Context: an optimization exercise on an open-source flow, tuned for small area, a short achievable clock period and few clock cycles per item. The choices shown serve that exercise and are no tape-out recipe.
In this exercise RTL edits were held to simulation tests only and were not proved equivalent to the original.
Power figures rest on the tool's default switching activity, not on a simulated workload.

==> run a: inputs <==
Design dual_axis_pid_with_error_weighting_top, start of the top module:
module dual_axis_pid_with_error_weighting_top #(
   parameter int CONTROL_HZ = dapid_pkg::CONTROL_HZ_DEF,
   parameter int ANGLE_BITS = dapid_pkg::ANGLE_BITS_DEF
) (
   input  logic        clock,
   input  logic        reset,
   input  logic        req_tvalid,
   output logic        req_tready,
   input  logic [31:0] req_tdata,
   input  logic [1:0]  req_tuser,
   output logic        rsp_tvalid,
   input  logic        rsp_tready,
   output logic [63:0] rsp_tdata,
   input  logic        csr_psel,
   input  logic        csr_penable,
   input  logic        csr_pwrite,
   input  logic [4:0]  csr_paddr,
   input  logic [31:0] csr_pwdata,
   output logic [31:0] csr_prdata,
   output logic        csr_pready
);
   logic signed [15:0] roll_p, roll_i, roll_d, yaw_p, yaw_i, yaw_d;
   logic [14:0]        roll_tol, yaw_tol;
   logic signed [15:0] roll_meas, yaw_meas, roll_tgt, yaw_tgt;
   logic [2:0]         seen;
   logic               ready_ff, pend_ff, pready_ff;
   logic [15:0]        rdata_ff;
   logic [7:1]         st;
   logic               rsp_valid_ff;
   logic [29:0]        rsp_roll_ff, rsp_yaw_ff;
   logic [2:0]  idx, w_idx;
   logic [15:0] w_data;
   logic        w_go;
   assign idx = csr_paddr[4:2];
   always_ff @(posedge clock) begin
      if (reset) begin
         pready_ff <= 1'b0;
         w_go      <= 1'b0;
      end else begin
         pready_ff <= csr_psel || csr_penable;
         w_go      <= csr_psel && !csr_penable && csr_pwrite;
      end
   end
   always_ff @(posedge clock) begin
      w_idx  <= idx;
      w_data <= csr_pwdata[15:0];
   end
   always_ff @(posedge clock) begin
      if (reset) begin
  ...
Settings: LEC_CHECK=0, ABC_AREA=1, CAP_MARGIN=20, CORE_MARGIN=2, CORE_UTILIZATION=60, PLACE_DENSITY=0.72, SLEW_MARGIN=20, SYNTH_HIERARCHICAL=1; clock period 11.0 ns.
run.sh (not shown) runs the stock make flow with config.mk's settings and CLKGATE_MAP_FILE= SYNTH_SCRIPT=/design/flow/synth_recipe.tcl, a recipe that flattens the netlist after the stock synthesis.
==> inputs of run b, as changes to run a <==
--- a/flow/design.v
+++ b/flow/design.v
@@ -111,22 +111,27 @@
             mx <= 26'(integ);
             gb <= gb_in;
          end
       end
    end
    logic [29:0] acc_sg, acc_cg;
    logic        k12_g;
-   logic clr_q, clr;
+   logic clr_q, clr, clr2_q, clr2;
    always_ff @(posedge clock) begin
       if (adv) clr_q <= POL ? !st[3] : st[3];
    end
+   always_ff @(posedge clock) begin
+      if (reset) clr2_q <= 1'b1;
+      else if (adv) clr2_q <= POL ? st[3] : !st[3];
+   end
    assign clr    = POL ? !clr_q : clr_q;
+   assign clr2   = POL ? clr2_q : !clr2_q;
    assign acc_sg = clr ? '0 : acc_s;
-   assign acc_cg = st[4] ? '0 : acc_c;
-   assign k12_g  = !st[4] && k12;
+   assign acc_cg = clr2 ? '0 : acc_c;
+   assign k12_g  = !clr2 && k12;
    logic cm_s0, cm_c0;
    dapid_ha u_cm_s0 (.a(1'b1), .b(dx[12]), .s(cm_s0), .co(cm_c0));
    logic cm_s1, cm_c1;
    dapid_ha u_cm_s1 (.a(dx[13]), .b(dx[9]), .s(cm_s1), .co(cm_c1));
    logic cm_s2, cm_c2;
    dapid_ha u_cm_s2 (.a(dx[14]), .b(dx[10]), .s(cm_s2), .co(cm_c2));
    logic cm_s3, cm_c3;
==> run notes <==
- Status: finished clean
- Met3 wire length: 13.56 mm
- Leakage: 32.52 nW
- Non-Filler Instances: 9,363
- Crit-path cells: buf_4, inv_1, nand2_1, ha_1, inv_1, fa_1, fa_1, fa_1, fa_1
- Starting Density: 60.43%
- Most frequent cells after synthesis: nand2_1, inv_1, fa_1
- Seq. pwr: 3.14 mW
- Vias in the first global route: 55,844
- Min Tclk post-route: 4455 ps
- Compound-gate portion of the synthesized area: 12.36%
- DIE AREA: 121,500 um^2
- Most frequent cells in the layout: nand2_1, inv_1, fa_1
- M3 GR Usage: 4.919%
- Clock Skews: 40.75 ps
(the above is from run a)
==> run notes <==
- Seq. pwr: 3.15 mW
- M3 GR Usage: 4.983%
- Leakage: 32.54 nW
- Vias in the first global route: 55,629
- Most frequent cells in the layout: nand2_1, inv_1, fa_1
- DIE AREA: 121,500 um^2
- Status: finished clean
- Met3 wire length: 13.96 mm
- Min Tclk post-route: 4513 ps
- Clock Skews: 44.95 ps
(the above is from run b)
Testbench counts of run a, summed over its fixed seeds: cycles 6,457, ticks 2,048.
Testbench counts of run b, summed over its fixed seeds: cycles 6,457, ticks 2,048.

## port drivers added, routing unchanged
Ports are ideal in the flow. The routed layouts listed here were re-timed in OpenROAD.
Step 1 (the two cells are an assumption about what drives the block):
set clk [get_ports {clock}]
set_driving_cell -lib_cell sky130_fd_sc_hd__clkbuf_16 $clk
set_driving_cell -lib_cell sky130_fd_sc_hd__buf_2 [delete_from_list [all_inputs] $clk]
Step 2 times the ports against the registers' clock, not the clock port: input delays grow and output delays shrink by t, the midpoint of the rising clock arrivals with the driver on.
Three values: ideal, step 1, step 2; two values: the first two.
| run | shift t [ns] | slack for setup (ns) | hold slack, ns | clock arrival spread, ns | cell pins on the clock port's net |
|---|---|---|---|---|---|
| run a | 0.768 | 6.545 / 6.545 / 6.410 | 0.472 / 0.472 / 0.472 | 0.043 / 0.043 | 1 |
| run b | 0.760 | 6.487 / 6.487 / 6.487 | 0.473 / 0.473 / 0.473 | 0.049 / 0.049 | 1 |
After both steps every run listed still meets setup and hold. The setup slack of run a, which loses most, moves by 0.000 ns with the drivers and by -0.135 ns with both steps.
